What follows belongs to an exercise in optimizing a design on an open flow for small area, a short achievable clock period and few clock cycles; a production flow would make more cautious choices.
No functional check of the RTL was part of any run shown here.
Power and IR drop assume default switching activity.

==> flow/design.v, too long to show whole: its modules and the start of the top module <==
// module requant_argmax_pipe: 1439 lines
module requant_argmax_pipe #(
  parameter int ACC_W       = 25,
  parameter int OUT_W       = 8,
  parameter int MULT_W      = 16,
  parameter int SHIFT_W     = 5,
  parameter int NUM_CLASSES = 10,
  parameter int IDX_W       = $clog2(NUM_CLASSES)
) (
  input  logic                     clk,
  input  logic                     rst_n,
  input  logic                     cfg_load,
  input  logic signed [ACC_W-1:0]  cfg_bias,
  input  logic        [MULT_W-1:0] cfg_mult,
  input  logic       [SHIFT_W-1:0] cfg_shift,
  input  logic                     cfg_round,
  input  logic signed [OUT_W-1:0]  cfg_offset,
  input  logic signed [OUT_W-1:0]  cfg_min,
  input  logic signed [OUT_W-1:0]  cfg_max,
  output logic                     busy,
  input  logic                     in_valid,
  output logic                     in_ready,
  input  logic signed [ACC_W-1:0]  in_data,
  input  logic                     in_last,
  output logic                     out_valid,
  input  logic                     out_ready,
  output logic signed [OUT_W-1:0]  out_data,
  output logic                     out_last,
  output logic                     argmax_valid,
  output logic        [IDX_W-1:0]  argmax_idx,
  output logic signed [OUT_W-1:0]  argmax_val
);
  // ...
==> flow/flow/run.sh <==
#!/bin/bash
# The standard ORFS layout (standard.sh), with two changes to how it is
# made: repair_timing aims for 8.5 ns of setup slack at the design's clock
# period, and the port buffers are buf_2.
set -euo pipefail
bash standard.sh SETUP_SLACK_MARGIN=8.5 "BUFFER_PORTS_ARGS=-buffer_cell sky130_fd_sc_hd__buf_2" finish > standard_flow.log 2>&1
==> flow/standard.sh <==
#!/bin/bash
# synth_recipe.tcl (not shown) runs the flow's synth.tcl, then flattens the netlist and writes it again
# the make line also repeats each setting of config.mk as NAME=value (left out here)
make -C /OpenROAD-flow-scripts/flow DESIGN_CONFIG=/design/flow/config.mk WORK_HOME=/design/flow/orfs CLKGATE_MAP_FILE= SYNTH_SCRIPT=/design/flow/synth_recipe.tcl "${@:-finish}"
==> flow/config.mk <==
export PLATFORM = sky130hd
export DESIGN_NAME = requant_argmax_pipe
export DESIGN_NICKNAME = requant_argmax_pipe
export VERILOG_FILES = /design/flow/design.v
export SDC_FILE = /design/flow/constraint.sdc
export NUM_CORES = 4
export LEC_CHECK = 0
export ABC_AREA = 1
export CAP_MARGIN = 20
export CORE_MARGIN = 2
export CORE_UTILIZATION = 40
export CTS_BUF_LIST = sky130_fd_sc_hd__clkbuf_16
export CTS_CLUSTER_DIAMETER = 100
export CTS_CLUSTER_SIZE = 30
export SLEW_MARGIN = 20
==> flow/constraint.sdc <==
create_clock -name core_clock -period 12.0 [get_ports {clk}]
set_input_delay 2.4000 -clock core_clock [delete_from_list [all_inputs] [get_ports {clk}]]
set_output_delay 2.4000 -clock core_clock [all_outputs]
set_load 0.01 [all_outputs]
==> summary.txt, run 1 <==
Run status:
- The run finished with no timing, DRC or antenna violations.

Run:
- The number of max-cap violations is 0.

Power:
- The power drawn by the sequential cells is 1.87 mW.
- The switching power share of the total is 47.37%.
- The switching component of the power is 3.552 mW.

STA:
- The post-layout minimum cycle time is 3478 ps.
- Timing would allow up to about 290 MHz.
- Across the routed clock network, the largest skew measured is 35.58 ps.
- The final count of pins violating max slew was 0.

Final layout:
- Leaving out the clock tree, the finished layout contains an inverter count of 488.
- The net total in the final layout is 3,693.
- The count of multi-input gates is around 2,100.
- The largest registers in the layout are mem_q: 54 flops, pa_q: 42 flops, pb_q: 41 flops.
- More flip-flops sit in one register than any other, and that register is mem_q.
- The area taken by flip-flops and latches is roughly 8000 um2.

Critical path:
- The critical path in this run is classified as flip-flop to primary output.
- The data required time of the worst path is 9600 ps.
- Measured in cells, the most critical reg-to-reg path has a length of 10.
- The capturing instance or port of the critical path is out_data[7].
- The worst register-to-register path has a setup slack of 8570 ps.

Logic synthesis:
- In this run the biggest area consumer among cell types represents 23.91% of the synthesized area.
- Synthesis inferred 369 register bits.
- The unique cell type count in the Yosys netlist is 67.
- The post-synth design cell area is 26,370 um2.
- Counting flops with an async set or reset pin after synthesis yields a share of 0%.

Clock tree:
- After clock tree synthesis, the clock-pin slew on the worst setup and hold paths is 110 ps.
- The longest clock path from root to sink contains 3 buffers.
- The clock latency on the worst-skew pair is 570 ps.

Global routing:
- Entering global routing, the biggest net connects 108 pins.

Placement:
- The wire-length estimate of the detail-placed layout is 53,990 um.
- Before CTS, the worst setup slack after placement is roughly 7000 ps.

Routing:
- The post-route DRC violation count is 0.
==> run 2: changes to the inputs <==
--- a/flow/design.v
+++ b/flow/design.v
@@ -1173,18 +1173,17 @@
   assign pb = {mul_w390, mul_w388, mul_w386, mul_w384, mul_w382, mul_w380, mul_w378, mul_w376, mul_w374, mul_w372, mul_w370, mul_w368, mul_w366, mul_w364, mul_w362, mul_w360, mul_w358, mul_w356, mul_w354, mul_w352, mul_w350, mul_w348, mul_w346, mul_w344, mul_w342, mul_w340, mul_w338, mul_w336, mul_w334, mul_w332, mul_w330, mul_w328, mul_w326, mul_w324, mul_w322, mul_w320, mul_w318, mul_w316, mul_w314, mul_neg1, 1'b0, mul_neg0};
   logic signed [41:0] p;
   logic        [41:0] x0;
   logic        [25:0] x1;
   logic        [17:0] x2;
   logic        [13:0] x3;
   logic        [11:0] x4;
   logic        [10:0] x5;
-  logic        [31:0] dif, msk;
-  logic               sg, fits_d;
+  logic               sg, o1, o2, o3, o4, fits_d;
   logic [41:0] cpa_g0, cpa_p0;
   assign cpa_g0 = pa_q & pb_q;
   assign cpa_p0 = pa_q ^ pb_q;
   logic cpa_G1; assign cpa_G1 = cpa_g0[1] | (cpa_p0[1] & cpa_g0[0]);
   logic cpa_G2; assign cpa_G2 = cpa_g0[3] | (cpa_p0[3] & cpa_g0[2]);
   logic cpa_P2; assign cpa_P2 = cpa_p0[3] & cpa_p0[2];
   logic cpa_G3; assign cpa_G3 = cpa_g0[5] | (cpa_p0[5] & cpa_g0[4]);
   logic cpa_P3; assign cpa_P3 = cpa_p0[5] & cpa_p0[4];
@@ -1292,23 +1291,25 @@
   logic cpa_G73; assign cpa_G73 = cpa_g0[36] | (cpa_p0[36] & cpa_G45);
   logic cpa_G74; assign cpa_G74 = cpa_g0[38] | (cpa_p0[38] & cpa_G54);
   logic cpa_G75; assign cpa_G75 = cpa_g0[40] | (cpa_p0[40] & cpa_G41);
   assign p = {(cpa_p0[41] ^ cpa_G75), (cpa_p0[40] ^ cpa_G41), (cpa_p0[39] ^ cpa_G74), (cpa_p0[38] ^ cpa_G54), (cpa_p0[37] ^ cpa_G73), (cpa_p0[36] ^ cpa_G45), (cpa_p0[35] ^ cpa_G72), (cpa_p0[34] ^ cpa_G53), (cpa_p0[33] ^ cpa_G71), (cpa_p0[32] ^ cpa_G39), (cpa_p0[31] ^ cpa_G70), (cpa_p0[30] ^ cpa_G52), (cpa_p0[29] ^ cpa_G69), (cpa_p0[28] ^ cpa_G44), (cpa_p0[27] ^ cpa_G68), (cpa_p0[26] ^ cpa_G51), (cpa_p0[25] ^ cpa_G67), (cpa_p0[24] ^ cpa_G40), (cpa_p0[23] ^ cpa_G66), (cpa_p0[22] ^ cpa_G50), (cpa_p0[21] ^ cpa_G65), (cpa_p0[20] ^ cpa_G43), (cpa_p0[19] ^ cpa_G64), (cpa_p0[18] ^ cpa_G49), (cpa_p0[17] ^ cpa_G63), (cpa_p0[16] ^ cpa_G37), (cpa_p0[15] ^ cpa_G62), (cpa_p0[14] ^ cpa_G48), (cpa_p0[13] ^ cpa_G61), (cpa_p0[12] ^ cpa_G42), (cpa_p0[11] ^ cpa_G60), (cpa_p0[10] ^ cpa_G47), (cpa_p0[9] ^ cpa_G59), (cpa_p0[8] ^ cpa_G32), (cpa_p0[7] ^ cpa_G58), (cpa_p0[6] ^ cpa_G46), (cpa_p0[5] ^ cpa_G57), (cpa_p0[4] ^ cpa_G22), (cpa_p0[3] ^ cpa_G56), (cpa_p0[2] ^ cpa_G1), (cpa_p0[1] ^ cpa_g0[0]), (cpa_p0[0])};
   always_comb begin
     sg     = p[41];
     x0     = {p[40:0], 1'b0};
     x1     = shift_q[4] ? x0[41:16] : x0[25:0];
+    o1     = !shift_q[4] && (|(x0[41:26] ^ {16{sg}}));
     x2     = shift_q[3] ? x1[25:8] : x1[17:0];
+    o2     = o1 || (!shift_q[3] && (|(x1[25:18] ^ {8{sg}})));
     x3     = shift_q[2] ? x2[17:4] : x2[13:0];
+    o3     = o2 || (!shift_q[2] && (|(x2[17:14] ^ {4{sg}})));
     x4     = shift_q[1] ? x3[13:2] : x3[11:0];
+    o4     = o3 || (!shift_q[1] && (|(x3[13:12] ^ {2{sg}})));
     x5     = shift_q[0] ? x4[11:1] : x4[10:0];
-    dif    = p[40:9] ^ {32{sg}};
-    for (int j = 0; j < 32; j++) msk[j] = (5'(j) >= shift_q);
-    fits_d = ~|(dif & msk);
+    fits_d = !(o4 || (!shift_q[0] && (x4[11] ^ sg)) || (x5[10] ^ sg));
   end
   logic signed [11:0] kx, hi_d, lo_d, hi_q, lo_q;
   logic               mm_q;
   logic        [8:0]  t9;
   logic               gt, lt, selmax, selmin;
   logic signed [7:0]  res;
   always_comb begin
     kx     = $signed({{3{offset_q[7]}}, offset_q, rc_q});
@@ -1334,106 +1335,100 @@
     sgn_q  <= sg;
     lu_q   <= lt_q;
     hi_q   <= hi_d;
     lo_q   <= lo_d;
     mm_q   <= min_q > max_q;
   end
   logic              rdy_q, busy_q;
   logic        [2:0] n_q, n_d;
-  logic              acc, dlv, busy_d, rdy_d;
-  logic              ov_q, ol_q;
-  logic signed [7:0] od_q;
-  logic        [8:0] mem_q [0:5];
-  logic        [5:0] rp_q, wp_q;    
-  logic        [2:0] c_q;
-  logic        [8:0] rd0, rd1, newb, hnext;
-  logic        [5:0] rp1;
+  logic              acc, dlv, ld_head, hv_q, hl_q, busy_d, rdy_d;
+  logic signed [7:0] hd_q;
+  logic        [8:0] buf_q [0:4];
+  logic        [2:0] rp_q, wp_q, bc_q;
+  logic              to_buf, from_buf;
+  logic        [8:0] bhead;
   assign in_ready  = rdy_q;
   assign busy      = busy_q;
-  assign out_valid = ov_q;
-  assign out_data  = od_q;
-  assign out_last  = ol_q;
+  assign out_valid = hv_q;
+  assign out_data  = hd_q;
+  assign out_last  = hl_q;
   always_comb begin
-    acc    = in_valid && rdy_q;
-    dlv    = ov_q && out_ready;
-    n_d    = n_q + 3'(acc) - 3'(dlv);
-    busy_d = acc || (n_q > 3'd1) || ((n_q == 3'd1) && !dlv);
-    rdy_d  = (n_q < 3'd5) || ((n_q == 3'd5) && (dlv || !acc)) || ((n_q == 3'd6) && dlv && !acc);
-    rp1    = {rp_q[4:0], rp_q[5]};
-    rd0    = '0;
-    rd1    = '0;
-    for (int i = 0; i < 6; i++) begin
-      rd0 = rd0 | (mem_q[i] & {9{rp_q[i]}});
-      rd1 = rd1 | (mem_q[i] & {9{rp1[i]}});
-    end
-    newb   = {res, lu_q};
-    hnext  = dlv ? ((c_q >= 3'd2) ? rd1 : newb) : ((c_q >= 3'd1) ? rd0 : newb);
+    acc      = in_valid && rdy_q;
+    dlv      = hv_q && out_ready;
+    n_d      = n_q + 3'(acc) - 3'(dlv);
+    busy_d   = acc || (n_q > 3'd1) || ((n_q == 3'd1) && !dlv);
+    rdy_d    = (n_q < 3'd5) || ((n_q == 3'd5) && (dlv || !acc)) || ((n_q == 3'd6) && dlv && !acc);
+    ld_head  = dlv || !hv_q;
+    from_buf = ld_head && (bc_q != '0);
+    to_buf   = vu_q && !(ld_head && bc_q == '0);
+    bhead    = buf_q[rp_q];
   end
   always_ff @(posedge clk) begin
     if (!rst_n) begin
       n_q    <= '0;
       rdy_q  <= 1'b1;
       busy_q <= 1'b0;
       vd_q   <= 1'b0;
       vs_q   <= 1'b0;
       vt_q   <= 1'b0;
       vu_q   <= 1'b0;
-      ov_q   <= 1'b0;
-      rp_q   <= 6'd1;
-      wp_q   <= 6'd1;
-      c_q    <= '0;
+      hv_q   <= 1'b0;
+      rp_q   <= '0;
+      wp_q   <= '0;
+      bc_q   <= '0;
     end else begin
       n_q    <= n_d;
       rdy_q  <= rdy_d;
       busy_q <= busy_d;
       vd_q   <= acc;
       vs_q   <= vd_q;
       vt_q   <= vs_q;
       vu_q   <= vt_q;
-      ov_q   <= dlv ? ((c_q >= 3'd2) || vu_q) : ((c_q >= 3'd1) || vu_q);
-      if (dlv)  rp_q <= rp1;
-      if (vu_q) wp_q <= {wp_q[4:0], wp_q[5]};
-      c_q    <= c_q + 3'(vu_q) - 3'(dlv);
+      if (ld_head) hv_q <= (bc_q != '0) || vu_q;
+      if (from_buf) rp_q <= (rp_q == 3'd4) ? '0 : rp_q + 3'd1;
+      if (to_buf)   wp_q <= (wp_q == 3'd4) ? '0 : wp_q + 3'd1;
+      bc_q <= bc_q + 3'(to_buf) - 3'(from_buf);
     end
   end
   always_ff @(posedge clk) begin
-    od_q <= hnext[8:1];
-    ol_q <= hnext[0];
-    for (int i = 0; i < 6; i++)
-      if (vu_q && wp_q[i]) mem_q[i] <= newb;
+    if (ld_head) begin
+      hd_q <= from_buf ? bhead[8:1] : res;
+      hl_q <= from_buf ? bhead[0] : lu_q;
+    end
+    if (to_buf) buf_q[wp_q] <= {res, lu_q};
   end
   logic                    hs, in_win, take;
   logic        [CW-1:0]    cnt_q, cnt_d;
   logic        [IDX_W-1:0] cand_idx_q, cand_idx_d, am_idx_q;
   logic signed [OUT_W-1:0] cand_val_q, cand_val_d, am_val_q;
   logic                    am_valid_q;
   assign argmax_valid = am_valid_q;
   assign argmax_idx   = am_idx_q;
   assign argmax_val   = am_val_q;
   always_comb begin
-    hs         = ov_q && out_ready;
+    hs         = hv_q && out_ready;
     in_win     = cnt_q < CW'(NUM_CLASSES);
-    take       = hs && in_win && (cnt_q == '0 || od_q > cand_val_q);
+    take       = hs && in_win && (cnt_q == '0 || hd_q > cand_val_q);
     cand_idx_d = take ? cnt_q[IDX_W-1:0] : cand_idx_q;
-    cand_val_d = take ? od_q : cand_val_q;
-    cnt_d      = !hs ? cnt_q : ol_q ? '0 : in_win ? cnt_q + CW'(1) : cnt_q;
+    cand_val_d = take ? hd_q : cand_val_q;
+    cnt_d      = !hs ? cnt_q : hl_q ? '0 : in_win ? cnt_q + CW'(1) : cnt_q;
   end
   always_ff @(posedge clk) begin
     if (!rst_n) begin
       cnt_q      <= '0;
       cand_idx_q <= '0;
       cand_val_q <= OMIN;
       am_valid_q <= 1'b0;
       am_idx_q   <= '0;
       am_val_q   <= OMIN;
     end else begin
       cnt_q      <= cnt_d;
       cand_idx_q <= cand_idx_d;
       cand_val_q <= cand_val_d;
-      am_valid_q <= hs && ol_q;
-      if (hs && ol_q) begin
+      am_valid_q <= hs && hl_q;
+      if (hs && hl_q) begin
         am_idx_q <= cand_idx_d;
         am_val_q <= cand_val_d;
       end
     end
   end
 endmodule
==> flow/config.mk (replaced) <==
export PLATFORM = sky130hd
export DESIGN_NAME = requant_argmax_pipe
export DESIGN_NICKNAME = requant_argmax_pipe
export VERILOG_FILES = /design/flow/design.v
export SDC_FILE = /design/flow/constraint.sdc
export NUM_CORES = 4
export LEC_CHECK = 0
export CAP_MARGIN = 20
export CORE_MARGIN = 2
export CORE_UTILIZATION = 40
export CTS_CLUSTER_DIAMETER = 80
export CTS_CLUSTER_SIZE = 25
export SLEW_MARGIN = 20
==> run 2 against run 1 <==
Against the previous run: sequential power shrank 4%; global-route usage shrank 1.9 points; first-iteration DRC count shrank 27%; register-to-register slack lost 860 ps; count of clock-buffer cells in the layout grew 6; critical endpoint is now fits_q; maximum frequency shrank 19%; flip-flop and latch count shrank 12; synthesized cell count shrank 18%; clock skew shrank 8.6 ps; cell area shrank 6.5%; wire length shrank 15%.
==> summary.txt, run 2 <==
Logic synthesis:
- Summed over all instances, the cell type with the most area after synthesis is sky130_fd_sc_hd__dfxtp_1.
- By count the netlist is led by sky130_fd_sc_hd__dfxtp_1 (303), sky130_fd_sc_hd__inv_1 (290), sky130_fd_sc_hd__nand2_1 (208), sky130_fd_sc_hd__a22oi_1 (200), sky130_fd_sc_hd__fa_1 (194).
- The count of mapped cells out of synthesis is 2,574.
- For this run, the register share of the synthesized area comes to 30.92%.
- The number of synthesized register bits is 357 (-3.3%).
- The number of nets in the synthesized netlist is about 3,000.
- For this run, the number of Yosys warnings is 1.
- The most frequent cell after synthesis is sky130_fd_sc_hd__dfxtp_1.
- The number of enable flip-flop cells after synthesis is 54.
- For this run, the leading register cell type out of synthesis is sky130_fd_sc_hd__dfxtp_1.
- The post-synth design cell area is 24,860 um2 (-5.7%).
- Yosys attributes the largest share of cell area to sky130_fd_sc_hd__dfxtp_1 (24%), sky130_fd_sc_hd__fa_1 (16%), sky130_fd_sc_hd__ha_1 (8.9%).
- The async set or reset register ratio after synthesis came to 0% (unchanged).
- After synthesis, the mean cell area works out to 9.659 um2.
- The area share of the leading cell type in the synthesized netlist came to 24.40% (+0.49 points).
- The unique cell type count in the Yosys netlist is 68 (+1.5%).

Critical path:
- The data required time of the worst path is 12,450 ps (+2850 ps).
- The kind of critical path is flip-flop to flip-flop.
- The worst setup path is captured at a flip-flop.
- STA classifies the critical path startpoint as a flip-flop.
- The beginning of the worst register-to-register path is pa_q[0].
- Along the worst path, the maximum fanout reaches 3.
- The cell count of the worst reg-to-reg path came to 17 (+7).
- The capture instance of the worst register-to-register path is fits_q.
- The register-to-register setup slack is 7710 ps (-860 ps).
- Data arrives at the worst endpoint at 4740 ps.

Power:
- The worst-case IR drop observed on VDD is between 0.0001 and 0.00015 V.
- The power density normalized to cell area is 210.5 nW/um2.
- The internal portion of the total power is 3.375 mW.
- In this run the static leakage power is 11.68 nW.
- Combinational logic burns 54.6% of the power.
- The power share of the sequential group is 30.6%.
- The clock network burns 14.8% of the power.
- The total power is 5.885 mW.
- The switching component of the power was 2.510 mW (-29%).
- The switching power share of the total was 42.65% (-4.7 points).

Run status:
- The run finished with no timing, DRC or antenna violations.

Final layout:
- The layout cell share with drive strength beyond 1 is between 10 and 15%.
- The area overhead of the layout relative to synthesis is 12.44%.
- Leaving out fill and tap cells, the most frequent cells in the layout are sky130_fd_sc_hd__inv_1 (285), sky130_fd_sc_hd__dfxtp_1 (266), sky130_fd_sc_hd__nand2_1 (204).
- The library cell used most frequently in the layout, excluding fill and tap cells, is sky130_fd_sc_hd__inv_1.
- The register with the most flip-flops in the layout has 45 of them.
- In the final layout, the registers with the most flip-flops are buf_q: 45 flops, pa_q: 42 flops, pb_q: 41 flops.
- The number of antenna repair diodes is 0.
- The area of all placed cells without fillers is 27,950 um2.
- The net total in the final layout is 3,091 (-16%).
- Counting flops per register, the top entry is buf_q.
- The finished layout holds 3,470 standard cells, fillers aside.

STA:
- The actual slew at the worst max-slew pin is 1169 ps.
- The worst-case headroom to the max-slew limit is 21.99%.
- Setup violations remaining at the end of the flow were counted as 0.
- The highest clock frequency the design can meet was 233.2 MHz (-19%).
- The worst slack on hold paths is about 330 ps.
- Setup repair after global routing could not meet its margin everywhere.
- After routing, the total negative slack on setup checks comes to 0 ps.
- The post-layout minimum cycle time is 4288 ps (+810.7 ps).
- The final critical-path share of the clock period is 35.74%.
- The clock skew after layout was 26.95 ps (-8.624 ps).
- The number of endpoints with negative hold slack in the final report is 0.
- The final count of pins violating max slew is 0 (unchanged).

Die:
- The number of primary I/O pins is 127.
- From left edge to right edge, the die measures 253.3 um.
- The area of the core is 61,600 um2.
- The initial utilization of the core area, before any placement, comes to between 40% and 50%.
- The die height is between 200 and 300 um.
- The die area is 64,160 um2.
- The floorplan row count is 91.

Placement:
- The placement-stage cell area is ~26,000 um2.
- Including well taps, the total number of placed cells is 3,389.
- The final weighted congestion in routability-driven placement is 0.8616.
- The detailed-placement wirelength estimate is 45,660 um (-15%).
- Port buffering added 126 buffers.

Run:
- The number of max-cap violations is 0 (unchanged).

Clock tree:
- In this run the number of H-tree levels came out at 1.
- The clock tree from TritonCTS is built.
- The number of hold buffers added after CTS was 0.
- The clock latency on the worst-skew pair is 570 ps (about the same).
- The root cell of the clock tree is sky130_fd_sc_hd__clkbuf_16.
- The number of clock sinks is about 360.
- The clock slew at the register clock pins of the worst setup and hold paths was 100 ps (about the same).
- The number of clock buffers added by TritonCTS is 23.
- The number of buffers on the longest clock path is 3 (unchanged).

Min path:
- For hold timing, the worst endpoint is lu_q.
- The worst hold path passes through 0 cells.
- The worst min-delay path startpoint is lt_q.
- The worst min-delay path class is flip-flop to flip-flop.

Global routing:
- The overflow left after global routing is 0.
- The largest net degree at the start of global routing is 74 (-31%).
- The number of antenna violations at the first check in global routing came to 0.
- Global routing used 19.88% of the available tracks.
- The wire length of the first global-routing pass is 103,000 um.
- The number of global-route vias before repair is 19,650.

Routing:
- The remaining antenna violation count is 0.
- The detailed-router iteration count before antenna repair is 5.
- The detailed router placed 18,550 vias in this run.
- For this block, the routed nets add up to 64,160 um of wire.
- In the routed layout, each cell is associated on average with a via count of 5.345.
- The wire length per cell after detailed routing is 18.49 um.
- The post-route DRC violation count is 0 (unchanged).
- The detailed router finished its first iteration with between 1,000 and 1,500 violations.
[run 2: logic make-up (layout without fill, tap and decap cells)]
kind of cell,Yosys count,in the layout,synth area share (%)
XOR/XNOR,285,285,10.04
multiplexers,91,91,4.504
buffers and inverters,471,529,7.177
flip-flops,357,357,30.92
AND/OR/NAND/NOR,455,455,8.173
AO/OA/AOI/OAI,544,545,14.66
adder cells (fa/ha/maj),371,371,24.53
[run 2: worst max-delay path by stage]
| stage | startpoint | slack (ps) | to |
|---|---|---|---|
| 2_1_floorplan | out_ready | 7960 | bc_q[2] |
| 3_3_place_gp | out_ready | 7470 | bc_q[2] |
| 3_5_place_dp | pa_q[3] | 7420 | fits_q |
| 4_1_cts | pa_q[0] | 7660 | fits_q |
| 5_1_grt | pb_q[0] | 7510 | fits_q |
| 6_report | pa_q[0] | 7710 | fits_q |
[run 2: power by group through the flow]
stage | clock network [mW] | logic (mW) | registers [mW]
global route | 0.943 | 3.62 | 1.83
floorplan | 0 | 2.23 | 1.66
finish | 0.871 | 3.21 | 1.80
global placement | 0 | 2.88 | 1.81
detailed placement | 0 | 2.94 | 1.82
CTS | 0.900 | 3.07 | 1.79
[run 2: routing by layer]
metal	wire, um	vias to the layer above	global-route usage, %
li1	-	8720	-
met1	27370	9045	25.33
met4	1478	0	5.664
met3	3935	130	2.734
met2	31380	653	34.97
met5	0	-	0
[run 2: worst max-delay path, cell delays in order (launching register included)]
cell and delay (ps):
sky130_fd_sc_hd__dfxtp_2 340, sky130_fd_sc_hd__ha_4 160, sky130_fd_sc_hd__ha_4 160, sky130_fd_sc_hd__a211oi_4 250, sky130_fd_sc_hd__o21ai_1 100, sky130_fd_sc_hd__nor3b_4 180, sky130_fd_sc_hd__a21o_1 220, sky130_fd_sc_hd__a21oi_4 190
sky130_fd_sc_hd__o21ai_4 110, sky130_fd_sc_hd__o41ai_4 280, sky130_fd_sc_hd__o21ai_2 110, sky130_fd_sc_hd__a31oi_1 220, sky130_fd_sc_hd__fa_2 480, sky130_fd_sc_hd__or4_4 440, sky130_fd_sc_hd__nand4b_1 200, sky130_fd_sc_hd__o31ai_2 230
sky130_fd_sc_hd__o22ai_1 130, sky130_fd_sc_hd__a2111oi_2 370
[run 2: per-stage QoR]
step | setup slack, ps | util, %
after floorplan | 7962 | -
after global placement | 7469 | 42.73
after detailed placement | 7424 | 42.74
after CTS | 7656 | 44.71
after global routing | 7513 | 45.38
final | 7712 | 45.38
[run 2: area by class of cell]
cell class	count	area, um2
Multi-Input combinational cell	1747	15940
Sequential cell	357	7749
Tap cell	837	1047
Timing Repair Buffer	194	1297
Clock inverter	13	190.2
Clock buffer	27	610.6
Fill cell	5820	33640
Inverter	295	1116
[run 2: what timing repair did]
action,CTS,global route
endpoints found under the setup margin,143,66
pin swaps,15,12
gates resized for setup,65,74
setup buffers,26,13
hold endpoints to repair,0,0
gates cloned,1,1

==> what the ideal ports hide <==
How much do the figures lean on ideal ports? The routed layouts below were timed once more, with nothing changed but the port constraints.
Step 1 sets driving cells, clkbuf_16 on the clock port and buf_2 on the other inputs (assumed; they add their load-dependent delay and slew).
Step 2, shift: input delay + t, output delay - t, t = (earliest + latest rising clock arrival at the registers) / 2. This alone moves slack from input paths to output paths.
a / b / c = ideal / step 1 / step 2; a / b = the first two.
run | shift t [ns] | setup WS [ns] | hold slack, ns | worst setup path at the end
run 1 | 0.619 | 8.522 / 8.455 / 7.987 | 0.338 / 0.338 / 0.338 | input to register
run 2 | 0.615 | 7.712 / 7.712 / 7.712 | 0.334 / 0.334 / 0.334 | register to register
After both steps every run listed still meets setup and hold. The setup slack of run 1, which loses most, moves by -0.067 ns with the drivers and by -0.535 ns with both steps.
